This design comes from an exercise in tuning for small area, a short achievable clock period and few clock cycles on the open sky130 flow, not from production work. In this exercise RTL edits were held to simulation tests only and were not proved equivalent to the original. Power is estimated from default activity; no workload was simulated.

==> inputs of job 5960 <==
Design dfs_parent_tree_adjacency_matrix, start of the top module:
module dfs_parent_tree_adjacency_matrix (
    input  logic        i_clk,
    input  logic        i_rst_n,
    input  logic        i_cfg_we,
    input  logic [5:0]  i_cfg_wdata,       
    input  logic        s_axis_tvalid,
    output logic        s_axis_tready,
    input  logic [47:0] s_axis_tdata,      
    input  logic        s_axis_tuser,      
    output logic        m_axis_tvalid,
    input  logic        m_axis_tready,
    output logic [15:0] m_axis_tdata,      
    output logic        m_axis_tlast
);
clock: 6.0 ns
lec_check: 0
cap_margin: 20
core_margin: 2
core_utilization: 40
setup_slack_margin: 1.0
slew_margin: 20
run.sh (not shown) runs the stock make flow with config.mk's settings and CLKGATE_MAP_FILE= SYNTH_SCRIPT=/design/flow/synth_recipe.tcl, a recipe that flattens the netlist after the stock synthesis.
==> job 6981 (differences from job 5960) <==
--- a/flow/config.mk
+++ b/flow/config.mk
@@ -8,5 +8,5 @@
 export CAP_MARGIN = 20
 export CORE_MARGIN = 2
-export CORE_UTILIZATION = 40
-export SETUP_SLACK_MARGIN = 1.0
+export CORE_UTILIZATION = 50
+export SETUP_SLACK_MARGIN = 1.2
 export SLEW_MARGIN = 20
==> job 7646 (differences from job 5960) <==
--- a/flow/config.mk
+++ b/flow/config.mk
@@ -8,5 +8,5 @@
 export CAP_MARGIN = 20
 export CORE_MARGIN = 2
-export CORE_UTILIZATION = 40
-export SETUP_SLACK_MARGIN = 1.0
+export CORE_UTILIZATION = 45
+export SETUP_SLACK_MARGIN = 0.8
 export SLEW_MARGIN = 20
==> job 6379 (differences from job 5960) <==
--- a/flow/config.mk
+++ b/flow/config.mk
@@ -8,5 +8,5 @@
 export CAP_MARGIN = 20
 export CORE_MARGIN = 2
-export CORE_UTILIZATION = 40
+export CORE_UTILIZATION = 65
 export SETUP_SLACK_MARGIN = 1.0
 export SLEW_MARGIN = 20
==> run notes <==
status=complete, no violations; R2R Setup Slk=0.87 ns; P_comb=3.53 mW; largest net degree at the start of global routing=107; crit-path max FO=15; Hold WC Path Type=flop to flop; die footprint=195000 um2
-- figures above: job 6981

==> run notes <==
die footprint=216000 um2; P_comb=3.21 mW; status=complete, no violations; crit-path max FO=13; R2R Setup Slk=0.78 ns; largest net degree at the start of global routing=198
-- figures above: job 7646

==> run notes <==
crit-path max FO=6; Worst Setup End Kind=flop; Hold WC Path Type=flop to flop; hold endpoint=u_search.o_p[52]$_DFFE_PP_; P_comb=3.32 mW; Seq/total area=49.0%; chip width=493 um; status=complete, no violations
-- figures above: job 5960

==> run notes <==
largest net degree at the start of global routing=197; failing step=global routing; status=aborted with a tool error; stop err=[ERROR GRT-0232] Routing congestion too high. Check the congestion heatmap in the GUI.
-- figures above: job 6379

Testbench counts of job 5960, summed over its fixed seeds: cycles 16,834.
Testbench counts of job 6981, summed over its fixed seeds: cycles 16,834.
Testbench counts of job 7646, summed over its fixed seeds: cycles 16,834.
Testbench counts of job 6379, summed over its fixed seeds: cycles 16,834.

---

==> inputs of build 16 <==
Another version of the RTL of dfs_parent_tree_adjacency_matrix (not shown whole).
make LEC_CHECK=0 CAP_MARGIN=20 CORE_MARGIN=2 CORE_UTILIZATION=40 SETUP_SLACK_MARGIN=1.0 SLEW_MARGIN=20 finish   # period 6.0 ns
==> build 31 (differences from build 16) <==
--- a/flow/design.v
+++ b/flow/design.v
@@ -45,15 +45,16 @@
         end
     endgenerate
 endmodule
 `timescale 1ns / 1ps
 module dfs_search (
     input  logic        i_clk,
     input  logic        i_rst_n,
-    input  logic [5:0]  i_num_raw,
+    input  logic        i_cfg_we,
+    input  logic [5:0]  i_cfg_wdata,
     input  logic        i_valid,
     output logic        o_ready,
     input  logic        i_op,
     input  logic [4:0]  i_row_index,
     input  logic [31:0] i_row_bits,
     input  logic [4:0]  i_start,
     output logic        o_res_valid,
@@ -124,14 +125,26 @@
         logic [15:0] r;
         for (int g = 0; g < 4; g++) begin
             r[g*4 +: 4] = 4'(x[g*8])   + 4'(x[g*8+1]) + 4'(x[g*8+2]) + 4'(x[g*8+3]) +
                           4'(x[g*8+4]) + 4'(x[g*8+5]) + 4'(x[g*8+6]) + 4'(x[g*8+7]);
         end
         f_pop8 = r;
     endfunction
+    function automatic logic [9:0] f_pop16(input logic [31:0] x);
+        logic [9:0] r;
+        for (int g = 0; g < 2; g++) begin
+            logic [3:0] a, b;
+            a = 4'(x[g*16])    + 4'(x[g*16+1])  + 4'(x[g*16+2])  + 4'(x[g*16+3]) +
+                4'(x[g*16+4])  + 4'(x[g*16+5])  + 4'(x[g*16+6])  + 4'(x[g*16+7]);
+            b = 4'(x[g*16+8])  + 4'(x[g*16+9])  + 4'(x[g*16+10]) + 4'(x[g*16+11]) +
+                4'(x[g*16+12]) + 4'(x[g*16+13]) + 4'(x[g*16+14]) + 4'(x[g*16+15]);
+            r[g*5 +: 5] = 5'(a) + 5'(b);
+        end
+        f_pop16 = r;
+    endfunction
     function automatic logic [5:0] f_sum4(input logic [15:0] r);
         logic [4:0] a0, a1;
         a0 = 5'(r[3:0])  + 5'(r[7:4]);
         a1 = 5'(r[11:8]) + 5'(r[15:12]);
         f_sum4 = 6'(a0) + 6'(a1);
     endfunction
     function automatic logic [5:0] f_sum8(input logic [23:0] r);
@@ -144,20 +157,30 @@
         b0 = 5'(a0) + 5'(a1);
         b1 = 5'(a2) + 5'(a3);
         f_sum8 = 6'(b0) + 6'(b1);
     endfunction
     logic [5:0]  nn;
     logic [4:0]  nm1;
     logic [31:0] nmask;
+    logic [5:0]  cfg_n;
     always_comb begin
-        if (i_num_raw == 6'd0)       nn = 6'd1;
-        else if (i_num_raw > 6'd32)  nn = 6'd32;
-        else                         nn = i_num_raw;
-        nm1 = 5'(nn - 6'd1);
-        for (int i = 0; i < 32; i++) nmask[i] = (6'(i) < nn);
+        if (i_cfg_wdata == 6'd0)       cfg_n = 6'd1;
+        else if (i_cfg_wdata > 6'd32)  cfg_n = 6'd32;
+        else                           cfg_n = i_cfg_wdata;
+    end
+    always_ff @(posedge i_clk) begin
+        if (!i_rst_n) begin
+            nn    <= 6'd32;
+            nm1   <= 5'd31;
+            nmask <= '1;
+        end else if (i_cfg_we) begin
+            nn    <= cfg_n;
+            nm1   <= 5'(cfg_n - 6'd1);
+            for (int i = 0; i < 32; i++) nmask[i] <= (6'(i) < cfg_n);
+        end
     end
     logic        st_idle, st_run, st_done;
     logic        rdy;
     logic        pend_v;
     logic [4:0]  pend_s;
     logic [31:0] cur;         
     logic        cur_v;
@@ -165,18 +188,17 @@
     logic [159:0] sm;         
     logic [31:0] am;          
     logic [5:0]  cmem;        
     logic [5:0]  cnt;         
     logic [31:0] visited, dirty, reached;
     logic [159:0] par;
     logic        pd;          
-    logic [15:0] hpc;         
-    logic [31:0] hp;          
+    logic [9:0]  hpc;         
     logic [5:0]  mp;          
-    logic [5:0]  mr;          
+    logic [5:0]  er;          
     logic [4:0]  srcb;        
     logic        kp;          
     logic        rep;         
     logic        tl;          
     logic        o_v, o_last;
     logic [4:0]  o_k;
     logic [31:0] o_r;
@@ -200,47 +222,49 @@
     assign copy     = st_done & out_free;
     assign o_res_valid = o_v;
     assign o_res_last  = o_last;
     assign o_res_data  = {5'd0, o_r[0], o_p[4:0] & {5{o_r[0]}}, o_k};
     logic        start;
     logic        s_ok;
     logic [31:0] s_oh;
+    logic [4:0]  sv;
     logic        st_idle_n, st_done_n, pend_v_n;
     logic        fin;
-    assign start = pend_v & (st_idle | copy);
-    assign s_ok  = (6'(pend_s) < nn);
-    assign s_oh  = 32'd1 << pend_s;
+    assign start = (pend_v & (st_idle | copy)) | (st_idle & srch);
+    assign sv    = pend_v ? pend_s : i_start;
+    assign s_ok  = (6'(sv) < nn);
+    assign s_oh  = 32'd1 << sv;
     logic [4:0]  bcur;
     logic [31:0] vis_new, rowc, hits, h_hi, hrest;
     logic        fresh, hits_any;
     logic [5:0]  cnt_eff, cnt_dec;
     logic        drop, sdrop, room1;
     logic [5:0]  hsum, dlim;
     logic [31:0] h_lo;
-    logic [31:0] dead_old, dead_spill;
+    logic [31:0] dead_old, dead_new, dead_spill;
     logic [5:0]  cmem1, cmem2, cmem3;
     logic [31:0] tf_hi;
     logic        tf_nz, f1_nz, f2_nz;
     logic [31:0] fx, fx_t;
-    logic        fx_dead;
+    logic        fx_dead, f1t_live;
+    logic [31:0] f1t;
     logic [31:0] a_s, a_above, a_hi;
     logic        a_any;
     logic [4:0]  mem_val;
     logic [31:0] mem_oh;
     logic        top_killed, top_killed_pop, mpop_p;
     logic [31:0] lo1, lo2, lo3, fb1, fb2, fb3, f2_sp, wp1, wp2, wp3;
     logic        f2_clear;
     logic [3:0]  f2th;
     logic [5:0]  cntm1;
     logic [4:0]  lob1, lob2, lob3;
     logic        ld1, ld2, ld3, s1, s2, s3;
     logic [1:0]  nsp;
     logic        stall, proc, pop, mpop, cut;
-    logic [5:0]  mcut;
-    logic [31:0] l1, l2;
+    logic [5:0]  ecut;
     logic [31:0] eq_src;
     always_comb begin
         bcur     = f_enc(cur);
         vis_new  = visited | cur;
         fresh    = ~|(cur & visited);
         for (int j = 0; j < 32; j++) begin
             logic acc;
@@ -248,36 +272,39 @@
             for (int i = 0; i < 32; i++) acc = acc | (cur[i] & rows[i*32 + j]);
             rowc[j] = acc;
         end
         hits     = rowc & nmask & ~vis_new;
         hits_any = |hits;
         h_hi     = f_high(hits);
         hrest    = hits & ~h_hi;
-        hsum     = f_sum4(hpc);
+        hsum     = 6'(hpc[4:0]) + 6'(hpc[9:5]);
         dlim     = {1'b0, nm1} - cnt;
         sdrop    = st_run & pd & (hsum > dlim);
         drop     = sdrop & ~tl;
         cnt_eff  = sdrop ? {1'b0, nm1} : (cnt + (pd ? hsum : 6'd0));
         room1    = pd ? (mp == {1'b0, nm1}) : (cnt == {1'b0, nm1});
         cntm1    = cnt - 6'd1;
         cnt_dec  = sdrop ? ({1'b0, nm1} - 6'd1) : (cntm1 + (pd ? hsum : 6'd0));
         cut      = drop | rep;
         h_lo     = f_low(hits);
         dead_old = visited & ~dirty;
+        dead_new = vis_new & ~dirty;
         dead_spill = dead_old & ~(pd ? (32'd1 << srcb) : 32'd0);
         cmem1    = cmem + 6'd1;
         cmem2    = cmem + 6'd2;
         cmem3    = cmem + 6'd3;
         tf_nz    = |tf;
         f1_nz    = |f1;
         f2_nz    = |f2;
         tf_hi    = f_high(tf);
         fx       = f1_nz ? f1 : f2;
         fx_t     = f_high(fx);
         fx_dead  = |(fx_t & dead_old);
+        f1t      = f_high(f1);
+        f1t_live = ~|(f1t & dead_new);
         a_s      = f_sor(am);
         a_above  = a_s >> 1;
         a_hi     = am & ~a_above;
         a_any    = a_s[0];
         mem_val  = '0;
         for (int i = 0; i < 32; i++) mem_val = mem_val | (sm[i*5 +: 5] & {5{a_hi[i]}});
         mem_oh   = 32'd1 << mem_val;
@@ -307,25 +334,23 @@
         s3       = s1 & f2th[2];
         nsp      = 2'(s1) + 2'(s2) + 2'(s3);
         f2_sp    = f2 & ~(s1 ? lo1 : 32'd0) & ~(s2 ? lo2 : 32'd0) & ~(s3 ? lo3 : 32'd0);
         f2_clear = ~f2_nz | (st_run & ~pop & ~f2th[3]);
         mpop_p   = ~tf_nz & ~f1_nz & ~f2_nz & a_any & ~top_killed;
         mpop     = ~drop & ((proc & ~hits_any & mpop_p) |
                             (pop & ~f1_nz & ~f2_nz & a_any & ~top_killed_pop));
-        mcut     = rep ? mr : (nn - mp);
-        l1       = f_low(hp);
-        l2       = f_low(hp & ~l1);
+        ecut     = rep ? er : (hsum + mp - nn);
     end
     always_comb begin
         fin       = ~drop & ((proc & ~hits_any & ~tf_nz & ~f1_nz & ~f2_nz & ~a_any) |
                              (pop & ~f1_nz & ~f2_nz & ~a_any));
         st_idle_n = st_idle;
         st_done_n = st_done;
         pend_v_n  = pend_v;
-        if (srch) pend_v_n = 1'b1;
+        if (srch & st_done) pend_v_n = 1'b1;
         if (start) begin
             pend_v_n  = 1'b0;
             st_idle_n = 1'b0;
             st_done_n = ~s_ok;
         end else if (copy) begin
             st_idle_n = 1'b1;
             st_done_n = 1'b0;
@@ -370,15 +395,15 @@
                 am      <= '0;
                 cmem    <= '0;
                 cnt     <= '0;
                 visited <= '0;
                 dirty   <= '0;
                 reached <= s_ok ? s_oh : 32'd0;
                 for (int i = 0; i < 32; i++) begin
-                    if (s_oh[i]) par[i*5 +: 5] <= pend_s;
+                    if (s_oh[i]) par[i*5 +: 5] <= sv;
                 end
                 pd      <= 1'b0;
                 kp      <= 1'b0;
                 rep     <= 1'b0;
             end else if (st_run) begin
                 if (fin) st_run <= 1'b0;
                 if (sdrop) dirty <= dirty | (32'd1 << srcb);
@@ -404,36 +429,22 @@
                     if (mpop) begin
                         cmem <= {1'b0, f_enc(a_hi)};
                     end else begin
                         cmem <= s3 ? cmem3 : s2 ? cmem2 : s1 ? cmem1 : cmem;
                     end
                 end
                 if (cut) begin
-                    logic [31:0] base;
-                    base = rep ? tf : 32'd0;
-                    pd  <= 1'b0;
-                    kp  <= 1'b0;
-                    cnt <= nn - 6'd1;
-                    if (mcut == 6'd1) begin
-                        cur   <= l1;
-                        cur_v <= 1'b1;
-                        tf    <= base;
-                        rep   <= 1'b0;
-                    end else if (mcut == 6'd2) begin
-                        cur   <= l2;
-                        cur_v <= 1'b1;
-                        tf    <= base | l1;
-                        rep   <= 1'b0;
-                    end else begin
-                        cur_v <= 1'b0;
-                        tf    <= base | l1 | l2;
-                        hp    <= hp & ~(l1 | l2);
-                        mr    <= mcut - 6'd2;
-                        rep   <= 1'b1;
-                    end
+                    pd    <= 1'b0;
+                    kp    <= 1'b0;
+                    cnt   <= nn - 6'd1;
+                    cur   <= tf_hi;
+                    cur_v <= 1'b1;
+                    tf    <= tf & ~tf_hi;
+                    rep   <= (ecut != 6'd1);
+                    er    <= ecut - 6'd1;
                     if (f2_clear & f1_nz) begin
                         f1 <= '0;
                         f2 <= f1;
                     end else begin
                         f2 <= f2_sp;
                     end
                 end else if (stall) begin
@@ -448,16 +459,15 @@
                     end
                 end else if (proc) begin
                     visited <= vis_new;
                     reached <= reached | hits;
                     for (int i = 0; i < 32; i++) begin
                         if (hits[i]) par[i*5 +: 5] <= bcur;
                     end
-                    hp   <= hits;
-                    hpc  <= f_pop8(hits);
+                    hpc  <= f_pop16(hits);
                     mp   <= cnt_eff;
                     tl   <= room1;
                     srcb <= bcur;
                     kp   <= fresh;
                     pd   <= hits_any;
                     if (hits_any & room1) begin
                         cnt   <= cnt_dec;
@@ -488,28 +498,36 @@
                         end else if (f2_clear & f1_nz) begin
                             f1 <= '0;
                             f2 <= f1;
                         end else begin
                             f2 <= f2_sp;
                         end
                     end else begin
+                        logic [31:0] f1n;
+                        f1n = f1;
                         if (tf_nz) begin
                             cnt   <= cnt_dec;
                             cur   <= tf_hi;
                             cur_v <= 1'b1;
                             tf    <= tf & ~tf_hi;
+                        end else if (f1_nz & f1t_live) begin
+                            cnt   <= cnt_dec;
+                            cur   <= f1t;
+                            cur_v <= 1'b1;
+                            f1n   = f1 & ~f1t;
                         end else begin
                             cnt   <= mpop_p ? {1'b0, f_enc(a_hi)} : cnt_eff;
                             cur   <= mem_oh;
                             cur_v <= mpop_p;
                         end
                         if (f2_clear & f1_nz) begin
                             f1 <= '0;
-                            f2 <= f1;
+                            f2 <= f1n;
                         end else begin
+                            f1 <= f1n;
                             f2 <= f2_sp;
                         end
                     end
                 end else begin
                     pd  <= 1'b0;
                     kp  <= 1'b0;
                     if (f1_nz | f2_nz) begin
@@ -541,26 +559,19 @@
     input  logic [47:0] s_axis_tdata,      
     input  logic        s_axis_tuser,      
     output logic        m_axis_tvalid,
     input  logic        m_axis_tready,
     output logic [15:0] m_axis_tdata,      
     output logic        m_axis_tlast
 );
-    logic [5:0] r_num_vertices;
-    always_ff @(posedge i_clk) begin
-        if (!i_rst_n) begin
-            r_num_vertices <= 6'd32;
-        end else if (i_cfg_we) begin
-            r_num_vertices <= i_cfg_wdata;
-        end
-    end
     dfs_search u_search (
         .i_clk         (i_clk),
         .i_rst_n       (i_rst_n),
-        .i_num_raw     (r_num_vertices),
+        .i_cfg_we      (i_cfg_we),
+        .i_cfg_wdata   (i_cfg_wdata),
         .i_valid       (s_axis_tvalid),
         .o_ready       (s_axis_tready),
         .i_op          (s_axis_tuser),
         .i_row_index   (s_axis_tdata[4:0]),
         .i_row_bits    (s_axis_tdata[36:5]),
         .i_start       (s_axis_tdata[41:37]),
         .o_res_valid   (m_axis_tvalid),
- CORE_UTILIZATION: 40 -> 55
==> comparison table <==
| quantity | build 31 | build 16 |
|---|---|---|
| Data required time at the worst endpoint | 6.60 ns | 6.73 ns |
| Clock share of power | 40.6% | 42.0% |
| Multi-input gate count | 6078 | 5935 |
| Share of power burned in registers | 49.3% | 49.2% |
| FF+latch area | 56400 µm² | 56800 µm² |
| Post-CTS setup buffers | 72 | 73 |
| Worst hold stages | 1 | 2 |
| First-pass detailed-route iteration total | 7 | 8 |
| Portion of the clock cycle consumed by the worst path in the final layout | 85.9% | 85.7% |
| Clock net sink count | 1893 | 1896 |
| Number of antenna violations at the first check in global routing | 41 | 29 |
| Switching power | 7.69 mW | 7.55 mW |
| Switch share | 25.5% | 25.0% |
| Post-cts gate resize count | 92 | 136 |
| Final std cells w/o fill | 11700 | 12500 |
| Run status | finished clean | finished clean |
| Layout Nets | 9368 | 9330 |
| Metal2 WL | 189 mm | 192 mm |
| Number of global-route vias before repair | 79800 | 77200 |
| GR met1 Demand/Resource | 58.5% | 45.4% |
| Worst hold endpoint | u_search.nmask[19] | u_search.o_p[81] |
| Violation count after the first detailed-route iteration | 16000 | 14900 |
Testbench counts of build 16, summed over its fixed seeds: cycles 16,823.
Testbench counts of build 31, summed over its fixed seeds: cycles 16,834.

==> re-timing with driven ports <==
In the flow no input, the clock included, has a driving cell. The finished layouts below were timed again as built, in two steps. Step 1 sets driving cells, clkbuf_16 on the clock port and buf_2 on the other inputs (assumed; they add their load-dependent delay and slew). Step 2 adds t to the input delays and takes it off the output delays; t is the mean of the earliest and latest rising clock arrival at the registers after step 1. Input paths then give back, and output paths get back, about the clock's delay inside the block. a / b / c = ideal / step 1 / step 2; a / b = the first two.
| run | t (ns) | setup WS [ns] | latest minus earliest clock arrival (ns) | slew at the worst register clock pin (ns) |
|---|---|---|---|---|
| job 5960 | 0.982 | 0.808 / 0.808 / 0.524 | 0.149 / 0.149 | 0.08 / 0.08 |
| job 6981 | 0.936 | 0.870 / 0.870 / 0.718 | 0.085 / 0.085 | 0.07 / 0.07 |
| job 7646 | 0.958 | 0.785 / 0.785 / 0.785 | 0.100 / 0.099 | 0.07 / 0.07 |
| build 16 | 0.986 | 0.856 / 0.856 / 0.856 | 0.145 / 0.144 | 0.07 / 0.07 |
| build 31 | 0.974 | 0.844 / 0.844 / 0.798 | 0.079 / 0.079 | 0.07 / 0.07 |
After both steps every run listed still meets setup and hold. The setup slack of job 5960, which loses most, moves by 0.000 ns with the drivers and by -0.284 ns with both steps.
